Background: an optimization exercise with open tools, aiming at small area, a short achievable clock period and few clock cycles. Do not read the settings as production practice.
In this exercise RTL edits were held to simulation tests only and were not proved equivalent to the original.

### run.sh
#!/bin/bash
# synth_recipe.tcl (not shown) runs the flow's synth.tcl, then flattens the netlist and writes it again
# the make line also repeats each setting of config.mk as NAME=value (left out here)
make -C /OpenROAD-flow-scripts/flow DESIGN_CONFIG=/design/flow/config.mk WORK_HOME=/design/flow/orfs CLKGATE_MAP_FILE= SYNTH_SCRIPT=/design/flow/synth_recipe.tcl finish
### config.mk
export PLATFORM = sky130hd
export DESIGN_NAME = systolic_array_tile
export DESIGN_NICKNAME = systolic_array_tile
export VERILOG_FILES = /design/flow/design.v
export SDC_FILE = /design/flow/constraint.sdc
export NUM_CORES = 4
export LEC_CHECK = 0
export CAP_MARGIN = 20
export CORE_MARGIN = 2
export CORE_UTILIZATION = 40
export SETUP_SLACK_MARGIN = 2.5
export SLEW_MARGIN = 20
export SYNTH_HIERARCHICAL = 1
### constraint.sdc
create_clock -name core_clock -period 6.5 [get_ports {clk_i}]
set_input_delay 1.3000 -clock core_clock [delete_from_list [all_inputs] [get_ports {clk_i}]]
set_output_delay 1.3000 -clock core_clock [all_outputs]
set_load 0.01 [all_outputs]
### design.v
module systolic_array_tile #(
    parameter int unsigned ROWS   = 4,
    parameter int unsigned COLS   = 4,
    parameter int unsigned DATA_W = 8,
    parameter int unsigned ACC_W  = 32,
    parameter int unsigned MAX_K  = 256,
    parameter int unsigned K_W    = $clog2(MAX_K + 1),
    localparam int unsigned ROW_W = (ROWS > 1) ? $clog2(ROWS) : 1
) (
    input  logic                    clk_i,
    input  logic                    rst_ni,
    input  logic                    start_i,
    input  logic [K_W-1:0]          k_len_i,
    output logic                    busy_o,
    input  logic                    op_valid_i,
    output logic                    op_ready_o,
    input  logic [ROWS*DATA_W-1:0]  a_i,
    input  logic [COLS*DATA_W-1:0]  b_i,
    output logic                    c_valid_o,
    input  logic                    c_ready_i,
    output logic [COLS*ACC_W-1:0]   c_o,
    output logic [ROW_W-1:0]        c_row_o,
    output logic                    c_last_o,
    output logic                    done_o
);
    localparam int unsigned RES_W = 24;    
    localparam logic [ROW_W-1:0] LAST_ROW = ROW_W'(ROWS - 1);
    logic               r_busy;
    logic               r_op_ready;
    logic               r_c_valid;
    logic               r_c_last;
    logic               r_done;
    logic               r_pend;      
    logic [K_W-1:0]     r_cnt;       
    logic [ROW_W-1:0]   r_row;
    logic [ROWS-1:0]    r_sel;       
    logic w_start, w_accept, w_last_beat, w_take_row;
    assign w_start     = !r_busy && start_i;
    assign w_accept    = r_op_ready && op_valid_i;
    assign w_last_beat = w_accept && (r_cnt == K_W'(1));
    assign w_take_row  = r_c_valid && c_ready_i;
    always_ff @(posedge clk_i or negedge rst_ni) begin
        if (!rst_ni) begin
            r_busy     <= 1'b0;
            r_op_ready <= 1'b0;
            r_c_valid  <= 1'b0;
            r_c_last   <= 1'b0;
            r_done     <= 1'b0;
            r_pend     <= 1'b0;
            r_cnt      <= '0;
            r_row      <= '0;
            r_sel      <= '0;
        end else begin
            r_done <= 1'b0;
            r_pend <= (w_start && (k_len_i == '0)) || w_last_beat;
            if (w_start) begin
                r_busy     <= 1'b1;
                r_cnt      <= k_len_i;
                r_op_ready <= (k_len_i != '0);
            end
            if (w_accept) begin
                r_cnt <= r_cnt - 1'b1;
                if (w_last_beat) r_op_ready <= 1'b0;
            end
            if (r_pend) begin
                r_c_valid <= 1'b1;
                r_c_last  <= (LAST_ROW == '0);
                r_row     <= '0;
                r_sel     <= ROWS'(1);
            end
            if (w_take_row) begin
                r_row    <= r_row + 1'b1;
                r_sel    <= r_sel << 1;
                r_c_last <= (r_row == LAST_ROW - 1'b1);
                if (r_row == LAST_ROW) begin
                    r_c_valid <= 1'b0;
                    r_c_last  <= 1'b0;
                    r_busy    <= 1'b0;
                    r_done    <= 1'b1;
                end
            end
        end
    end
    logic [DATA_W-1:0] r_a  [ROWS];
    logic [3:0]        r_bo [COLS];
    logic [3:0]        r_bt [COLS];
    logic [3:0]        r_bn [COLS];
    always_ff @(posedge clk_i) begin
        for (int r = 0; r < ROWS; r++) r_a[r] <= a_i[r*DATA_W +: DATA_W];
    end
    for (genvar c = 0; c < COLS; c++) begin : g_benc
        logic [DATA_W:0] w_bx;    
        logic [3:0]      w_bo, w_bt, w_bn;
        assign w_bx = {b_i[c*DATA_W +: DATA_W], 1'b0};
        for (genvar m = 0; m < 4; m++) begin : g_dig
            assign w_bo[m] = w_bx[2*m+1] ^ w_bx[2*m];
            assign w_bt[m] = (w_bx[2*m+2] & ~w_bx[2*m+1] & ~w_bx[2*m])
                           | (~w_bx[2*m+2] & w_bx[2*m+1] & w_bx[2*m]);
            assign w_bn[m] = w_bx[2*m+2];
        end
        always_ff @(posedge clk_i or negedge rst_ni) begin
            if (!rst_ni) begin
                r_bo[c] <= '0;
                r_bt[c] <= '0;
                r_bn[c] <= '0;
            end else begin
                r_bo[c] <= w_accept ? w_bo : '0;
                r_bt[c] <= w_accept ? w_bt : '0;
                r_bn[c] <= w_accept ? w_bn : '0;
            end
        end
    end
    logic [RES_W-1:0] w_accn [ROWS][COLS];
    for (genvar r = 0; r < ROWS; r++) begin : g_row
        for (genvar c = 0; c < COLS; c++) begin : g_col
            sa_mac u_mac (
                .clk_i  (clk_i),
                .rst_ni (rst_ni),
                .start  (w_start),
                .a      (r_a[r]),
                .bo     (r_bo[c]),
                .bt     (r_bt[c]),
                .bn     (r_bn[c]),
                .accn_q (w_accn[r][c])
            );
        end
    end
    always_comb begin
        c_o = '0;
        for (int c = 0; c < COLS; c++) begin
            logic [RES_W-1:0] w_acc;
            w_acc = '0;
            for (int r = 0; r < ROWS; r++) begin
                if (r_sel[r]) w_acc = w_acc | ~w_accn[r][c];
            end
            c_o[c*ACC_W +: ACC_W] = {{(ACC_W-RES_W){w_acc[RES_W-1]}}, w_acc};
        end
    end
    assign busy_o     = r_busy;
    assign op_ready_o = r_op_ready;
    assign c_valid_o  = r_c_valid;
    assign c_row_o    = r_row;
    assign c_last_o   = r_c_last;
    assign done_o     = r_done;
endmodule
module sa_mac (
    input  logic        clk_i,
    input  logic        rst_ni,
    input  logic        start,    
    input  logic [7:0]  a,
    input  logic [3:0]  bo,
    input  logic [3:0]  bt,
    input  logic [3:0]  bn,
    output logic [23:0] accn_q    
);
    logic          r_clr;    
    logic [23:0] r_accn;
    logic [23:0] accn, accn_nxt;
    always_ff @(posedge clk_i or negedge rst_ni) begin
        if (!rst_ni) r_clr <= 1'b0;
        else         r_clr <= start;
    end
    always_ff @(posedge clk_i) begin
        r_accn <= accn_nxt;
    end
    assign accn   = r_accn;
    assign accn_q = r_accn;
    wire   clr    = r_clr;
    wire pp_0_0 = ~(bo[0] & a[0]) ^ bn[0];
    wire pp_0_1 = ~((bo[0] & a[1]) | (bt[0] & a[0])) ^ bn[0];
    wire pp_0_2 = ~((bo[0] & a[2]) | (bt[0] & a[1])) ^ bn[0];
    wire pp_0_3 = ~((bo[0] & a[3]) | (bt[0] & a[2])) ^ bn[0];
    wire pp_0_4 = ~((bo[0] & a[4]) | (bt[0] & a[3])) ^ bn[0];
    wire pp_0_5 = ~((bo[0] & a[5]) | (bt[0] & a[4])) ^ bn[0];
    wire pp_0_6 = ~((bo[0] & a[6]) | (bt[0] & a[5])) ^ bn[0];
    wire pp_0_7 = ~((bo[0] & a[7]) | (bt[0] & a[6])) ^ bn[0];
    wire pp_0_8 = ~(~((bo[0] & a[7]) | (bt[0] & a[7])) ^ bn[0]);
    wire pp_1_0 = ~(bo[1] & a[0]) ^ bn[1];
    wire pp_1_1 = ~((bo[1] & a[1]) | (bt[1] & a[0])) ^ bn[1];
    wire pp_1_2 = ~((bo[1] & a[2]) | (bt[1] & a[1])) ^ bn[1];
    wire pp_1_3 = ~((bo[1] & a[3]) | (bt[1] & a[2])) ^ bn[1];
    wire pp_1_4 = ~((bo[1] & a[4]) | (bt[1] & a[3])) ^ bn[1];
    wire pp_1_5 = ~((bo[1] & a[5]) | (bt[1] & a[4])) ^ bn[1];
    wire pp_1_6 = ~((bo[1] & a[6]) | (bt[1] & a[5])) ^ bn[1];
    wire pp_1_7 = ~((bo[1] & a[7]) | (bt[1] & a[6])) ^ bn[1];
    wire pp_1_8 = ~(~((bo[1] & a[7]) | (bt[1] & a[7])) ^ bn[1]);
    wire pp_2_0 = ~(bo[2] & a[0]) ^ bn[2];
    wire pp_2_1 = ~((bo[2] & a[1]) | (bt[2] & a[0])) ^ bn[2];
    wire pp_2_2 = ~((bo[2] & a[2]) | (bt[2] & a[1])) ^ bn[2];
    wire pp_2_3 = ~((bo[2] & a[3]) | (bt[2] & a[2])) ^ bn[2];
    wire pp_2_4 = ~((bo[2] & a[4]) | (bt[2] & a[3])) ^ bn[2];
    wire pp_2_5 = ~((bo[2] & a[5]) | (bt[2] & a[4])) ^ bn[2];
    wire pp_2_6 = ~((bo[2] & a[6]) | (bt[2] & a[5])) ^ bn[2];
    wire pp_2_7 = ~((bo[2] & a[7]) | (bt[2] & a[6])) ^ bn[2];
    wire pp_2_8 = ~(~((bo[2] & a[7]) | (bt[2] & a[7])) ^ bn[2]);
    wire pp_3_0 = ~(bo[3] & a[0]) ^ bn[3];
    wire pp_3_1 = ~((bo[3] & a[1]) | (bt[3] & a[0])) ^ bn[3];
    wire pp_3_2 = ~((bo[3] & a[2]) | (bt[3] & a[1])) ^ bn[3];
    wire pp_3_3 = ~((bo[3] & a[3]) | (bt[3] & a[2])) ^ bn[3];
    wire pp_3_4 = ~((bo[3] & a[4]) | (bt[3] & a[3])) ^ bn[3];
    wire pp_3_5 = ~((bo[3] & a[5]) | (bt[3] & a[4])) ^ bn[3];
    wire pp_3_6 = ~((bo[3] & a[6]) | (bt[3] & a[5])) ^ bn[3];
    wire pp_3_7 = ~((bo[3] & a[7]) | (bt[3] & a[6])) ^ bn[3];
    wire pp_3_8 = ~(~((bo[3] & a[7]) | (bt[3] & a[7])) ^ bn[3]);
    wire [23:0] accg_n = accn | {24{clr}};
    wire [7:0] hi_n = accg_n[23:16] + 1'b1;
    wire hs0, hc0;
    wire hs1, hc1;
    wire fs0, fc0;
    wire hs2, hc2;
    wire fs1, fc1;
    wire hs3, hc3;
    wire fs2, fc2;
    wire fs3, fc3;
    wire fs4, fc4;
    wire hs4, hc4;
    wire fs5, fc5;
    wire hs5, hc5;
    wire hs6, hc6;
    wire hs7, hc7;
    wire fs6, fc6;
    wire fs7, fc7;
    wire fs8, fc8;
    wire fs9, fc9;
    wire fs10, fc10;
    wire fs11, fc11;
    wire fs12, fc12;
    wire fs13, fc13;
    wire fs14, fc14;
    wire hs8, hc8;
    wire hs9, hc9;
    wire hs10, hc10;
    wire fs15, fc15;
    wire fs16, fc16;
    wire fs17, fc17;
    wire fs18, fc18;
    wire fs19, fc19;
    wire fs20, fc20;
    wire fs21, fc21;
    wire fs22, fc22;
    wire fs23, fc23;
    wire fs24, fc24;
    wire fs25, fc25;
    wire fs26, fc26;
    wire fs27, fc27;
    wire hs11, hc11;
    assign hs0 = ~(~bn[2] ^ accg_n[4]);
    assign hc0 = ~bn[2] | accg_n[4];
    assign hs1 = ~(accg_n[5] ^ pp_0_5);
    assign hc1 = accg_n[5] | pp_0_5;
    sa_fa u_fa0 (.x(~bn[3]), .y(accg_n[6]), .z(pp_0_6), .s(fs0), .c(fc0));
    assign hs2 = ~(pp_1_4 ^ pp_2_2);
    assign hc2 = pp_1_4 | pp_2_2;
    sa_fa u_fa1 (.x(accg_n[7]), .y(pp_0_7), .z(pp_1_5), .s(fs1), .c(fc1));
    assign hs3 = ~(pp_2_3 ^ pp_3_1);
    assign hc3 = pp_2_3 | pp_3_1;
    sa_ha u_fa2 (.x(accg_n[8]), .y(pp_0_8), .s(fs2), .c(fc2));
    sa_fa u_fa3 (.x(pp_1_6), .y(pp_2_4), .z(pp_3_2), .s(fs3), .c(fc3));
    sa_ha u_fa4 (.x(accg_n[9]), .y(pp_1_7), .s(fs4), .c(fc4));
    assign hs4 = ~(pp_2_5 ^ pp_3_3);
    assign hc4 = pp_2_5 | pp_3_3;
    sa_fa u_fa5 (.x(accg_n[10]), .y(pp_1_8), .z(pp_2_6), .s(fs5), .c(fc5));
    assign hs5 = ~accg_n[11];
    assign hc5 = accg_n[11];
    assign hs6 = ~(~bn[1] ^ accg_n[2]);
    assign hc6 = ~bn[1] | accg_n[2];
    assign hs7 = ~(accg_n[3] ^ pp_0_3);
    assign hc7 = accg_n[3] | pp_0_3;
    sa_fa u_fa6 (.x(pp_0_4), .y(pp_1_2), .z(pp_2_0), .s(fs6), .c(fc6));
    sa_fa u_fa7 (.x(pp_1_3), .y(pp_2_1), .z(hc0), .s(fs7), .c(fc7));
    sa_fa u_fa8 (.x(pp_3_0), .y(hc1), .z(hs2), .s(fs8), .c(fc8));
    sa_fa u_fa9 (.x(hc2), .y(hs3), .z(fc0), .s(fs9), .c(fc9));
    sa_fa u_fa10 (.x(hc3), .y(fc1), .z(fs2), .s(fs10), .c(fc10));
    sa_fa u_fa11 (.x(hs4), .y(fc2), .z(fc3), .s(fs11), .c(fc11));
    sa_fa u_fa12 (.x(pp_3_4), .y(hc4), .z(fc4), .s(fs12), .c(fc12));
    sa_fa u_fa13 (.x(pp_2_7), .y(pp_3_5), .z(hs5), .s(fs13), .c(fc13));
    sa_fa u_fa14 (.x(accg_n[12]), .y(pp_2_8), .z(pp_3_6), .s(fs14), .c(fc14));
    assign hs8 = ~accg_n[13];
    assign hc8 = accg_n[13];
    assign hs9 = ~(~bn[0] ^ accg_n[0]);
    assign hc9 = ~bn[0] | accg_n[0];
    assign hs10 = ~(accg_n[1] ^ pp_0_1);
    assign hc10 = accg_n[1] | pp_0_1;
    sa_fa u_fa15 (.x(pp_0_2), .y(pp_1_0), .z(hs6), .s(fs15), .c(fc15));
    sa_fa u_fa16 (.x(pp_1_1), .y(hc6), .z(hs7), .s(fs16), .c(fc16));
    sa_fa u_fa17 (.x(hs0), .y(hc7), .z(fs6), .s(fs17), .c(fc17));
    sa_fa u_fa18 (.x(hs1), .y(fc6), .z(fs7), .s(fs18), .c(fc18));
    sa_fa u_fa19 (.x(fs0), .y(fc7), .z(fs8), .s(fs19), .c(fc19));
    sa_fa u_fa20 (.x(fs1), .y(fc8), .z(fs9), .s(fs20), .c(fc20));
    sa_fa u_fa21 (.x(fs3), .y(fc9), .z(fs10), .s(fs21), .c(fc21));
    sa_fa u_fa22 (.x(fs4), .y(fc10), .z(fs11), .s(fs22), .c(fc22));
    sa_fa u_fa23 (.x(fs5), .y(fc11), .z(fs12), .s(fs23), .c(fc23));
    sa_fa u_fa24 (.x(fc5), .y(fs13), .z(fc12), .s(fs24), .c(fc24));
    sa_fa u_fa25 (.x(hc5), .y(fs14), .z(fc13), .s(fs25), .c(fc25));
    sa_fa u_fa26 (.x(pp_3_7), .y(hs8), .z(fc14), .s(fs26), .c(fc26));
    sa_fa u_fa27 (.x(accg_n[14]), .y(pp_3_8), .z(hc8), .s(fs27), .c(fc27));
    assign hs11 = ~accg_n[15];
    assign hc11 = accg_n[15];
    wire [23:0] row_x = {hi_n[7], hi_n[6], hi_n[5], hi_n[4], hi_n[3], hi_n[2], hi_n[1], hc11, fc27, fc26, fc25, fc24, fc23, fc22, fc21, fc20, fc19, fc18, fc17, fc16, fc15, hc10, hc9, hs9};
    wire [23:0] row_y = {1'b1, 1'b1, 1'b1, 1'b1, 1'b1, 1'b1, 1'b1, hi_n[0], hs11, fs27, fs26, fs25, fs24, fs23, fs22, fs21, fs20, fs19, fs18, fs17, fs16, fs15, hs10, pp_0_0};
    assign accn_nxt = row_x + row_y + 1'b1;
endmodule
module sa_fa (input logic x, input logic y, input logic z, output logic s, output logic c);
    assign s = x ^ y ^ z;
    assign c = (x & y) | (x & z) | (y & z);
endmodule
module sa_ha (input logic x, input logic y, output logic s, output logic c);
    assign s = x ^ y;
    assign c = x & y;
endmodule
==> summary.md <==
| Metric | Value |
|---|---|
| Status | finished clean |
| WL per Instance | 24.7 um |
| Area leader, netlist | fa_1 |
| Least-Margin Pin Slew | 889 ps |
| Final setup vio count | 0 |
| Cell area after layout | around 72000 um^2 |
| Placement Cell Area | between 60000 and 70000 um^2 |
| Post-synth top area share | 0.152 |
| Max_slew headroom | 0.405 |
| Fin Setup TNS | 0 ps |
| Tcrit/Tclk final | 0.628 |
| Die area | 145000 um^2 |
| CTS clk-pin slew, worst paths | roughly 60 ps |
| GR Layer Usage met1 | 0.374 |
| Max Slew Vio Count | 0 |
| Pin count of the biggest net entering global routing | 44 |
| Syn Nets | between 7000 and 8000 |
| Final WL | ~210 mm |
| Synth top area cells | fa_1 (15%), dfxtp_1 (15%), ha_1 (10%), xnor2_1 (7.6%), xor2_1 (7.4%) |
| Library cells used by synthesis | 61 |
| Hold buffers post-CTS | 0 |
| DRC | 0 |
| Vias in the first global route | 50400 |
| CTS tree | yes |
| Final worst path period need | 4080 ps |
| Root Driver | clkbuf_16 |
| Met2 Use GR | 0.422 |
| Inserted Clock Buffers | 66 |
| Initial DRC count | 5275 |
| Crit path arrival time | 4630 ps |
| Worst Path Max Fanout | 7 |
| Element type at the critical path start | register |
| I/O pins | between 200 and 250 |
| Tot GR Track Use | 0.278 |
| Mapped Cells | about 6500 |
| Die W | roughly 380 um |
| Critical path endpoint category | register |
| Yosys warns | 17 |
| Rows | approximately 140 |
| First-pass GRT wire length | about 310 mm |
| Max-cap violation count | 0 |
| Top Usage Layer GRT | met2 |
| Crit Path Category | register to register |
| Req. time, crit path | a little over 7000 ps |
| Post-synth EDFFs | 0 |
| HP Class | register to register |
| Final nets | ~7700 |
| Share of cells above drive strength 1 | 0.284 |
| Final ANT Viol Nets | 0 |
| Initial antenna violation count | 18 |
| H-Tree Level Count | 3 |
| Most common cell in the netlist | xnor2_1 |
| Vias | between 50000 and 60000 |
| Via/cell ratio | ~5.9 |
| Fmax | about 240 MHz |
| Clock latency on the worst-skew pair | roughly 700 ps |
| Die height | about 380 um |
| Yosys reg bits | about 500 |
| Area Growth Syn to Fin | 27.1% |
| Worst Skew | between 40 and 50 ps |
| Seq/Total Area, Yosys | 0.184 |
| Starting Density | 0.402 |
| Post-synth top cells | xnor2_1 (492), xor2_1 (480), inv_1 (469), ha_1 (468), a22oi_1 (449) |
| DP HPWL | 128 mm |
| TritonRoute pass-1 iters | 6 |
| Clk buf depth | 3 |
| Unrepaired setup endpoints after global routing | true |
| Placer Congestion | approximately 0.89 |
| Port Buf Inserts | ~210 |
| Hold Vio Cnt, Final | 0 |
| Met3 Usage GRT | 0.0733 |
| Mapped Avg Cell Area | 8.78 um^2 |
| Asr flop ratio synth | 0.170 |
| Synth Cell Area | approximately 57000 um^2 |
| Main synth FF type | dfxtp_1 |
| Floorplan core area | approximately 140000 um^2 |
| Total global routing overflow | 0 |
| # clock sinks | 501 |
==> critical path: stages (launching register included) <==
cell and delay [ps]:
dfrtp_4 590, buf_8 190, a22oi_2 200, xor2_2 110
fa_2 370, fa_1 470, fa_1 530, ha_4 220
a21oi_4 160, o211ai_4 130, a221o_1 410, a2111oi_4 320
nor3_2 80, xor2_1 150
==> path summary, 6_finish.rpt <==
kind,depth (start not counted),to,start,slack (ps)
min in group asynchronous,1,r_c_last,rst_ni,630
worst min register to register,2,r_busy,r_busy,520
worst max-delay path,13,g_row[0].g_col[1].u_mac.r_accn[16],r_bt[1][0],2420
max in group asynchronous,2,r_bn[2][3],rst_ni,4660
worst max register to register,13,g_row[0].g_col[1].u_mac.r_accn[16],r_bt[1][0],2420
worst min-delay path,2,r_busy,r_busy,520
==> flip-flops by register name, summed over array words and instances, names as in the netlist <==
register and count:
r_c_valid 1, r_cnt 9, r_done 1, r_pend 1
r_op_ready 1, r_c_last 1, g_row.g_col.u_mac.r_accn 384, r_row 2
r_sel 4, g_row.g_col.u_mac.r_clr 16, r_bo 16, r_busy 1
r_bt 16, r_a 32, r_bn 16
==> Yosys stat by module, one instance, submodules excluded <==
module,copies in the design,flops+latches
systolic_array_tile,1,101
sa_mac,16,25
sa_fa,416,0
sa_ha,32,0
==> layout by cell type, fill, tap and decap left out, drive strengths merged, types with 17 or more instances in the layout <==
cell | synthesis | layout
a21o | 48 | 48
a31oi | 48 | 48
clkdlybuf4s50 | 0 | 211
a221o | 18 | 18
and2 | 34 | 34
o31ai | 19 | 19
a211oi | 33 | 33
xor2 | 480 | 480
nand2b | 34 | 34
nand2 | 313 | 313
and3 | 72 | 72
dfxtp | 416 | 416
buf | 72 | 502
a2111oi | 32 | 32
or2 | 288 | 288
a21oi | 365 | 365
nor3 | 74 | 74
o211ai | 65 | 65
o21ai | 277 | 277
or3 | 19 | 19
nand4 | 49 | 49
clkbuf | 440 | 101
dfrtp | 85 | 85
inv | 488 | 495
clkinv | 1 | 19
a22oi | 449 | 449
nand3 | 96 | 96
ha | 468 | 468
nor2b | 20 | 20
a311oi | 17 | 17
nor2 | 350 | 350
xnor2 | 492 | 492
fa | 432 | 432
o22ai | 211 | 211
==> through the flow <==
stage,hold WS [ps],instances,setup slack [ps],util
after detailed placement,490,8165,1680,0.425
final,520,8708,2420,0.511
after global placement,486,8165,1700,0.425
after global routing,533,8706,2290,0.511
after CTS,520,8563,2450,0.482
after floorplan,450,6474,2480,-
==> cell families after synthesis <==
group | Yosys count | share of synthesized area
DFF | 501 | 0.184
muxes | 17 | 0.00334
AOI/OAI and AO/OA | 1679 | 0.208
adders and majority gates | 900 | 0.255
xor gates and xnor gates | 972 | 0.150
and+or+nand+nor | 1404 | 0.128
buffers and inverters | 1001 | 0.0724
==> metal layers <==
metal / wire length, um / vias up
met4: 11100 / 14
li1: - / 22900
met3: 24500 / 551
met1: 86900 / 25300
met2: 92100 / 2488
met5: 72 / -
==> layout make-up <==
type,count,area [um^2]
antenna,2,5.00
sequential,501,10800
timing repair inverter,5,56.3
clock buffer,91,1900
tap,1890,2360
fill,12600,69100
clock inverter,31,378
inverter,489,1890
multi-input combinational,4972,46900
timing repair buffer,727,8030
==> what timing repair did <==
item	CTS	global route
pin swaps	185	271
endpoints found under the setup margin	383	200
cloned	11	8
setup buffers	265	135
gates resized for setup	604	583
hold endpoints to repair	0	0
Testbench counts, summed over its fixed seeds: cycles 10,544.

==> re-timing with driven ports <==
The results above use ideal ports. As a check the final layout listed here was re-extracted and re-timed, cells and wires unchanged. Step 1 assumes that a clkbuf_16 drives the clock port and a buf_2 every other input. Step 2 times the ports against the registers' clock, not the clock port: input delays grow and output delays shrink by t, the midpoint of the rising clock arrivals with the driver on. Three values: ideal, step 1, step 2; two values: the first two.
t, ns: 0.754
setup slack, ns: 2.415 / 2.397 / 2.415
worst setup path after step 2: register to register
slew at the worst register clock pin (ns): 0.07 / 0.07
worst data-port slew with drivers (ns): 0.32
After both steps this run still meets setup and hold. The setup slack of this run moves by -0.018 ns with the drivers and by 0.000 ns with both steps.
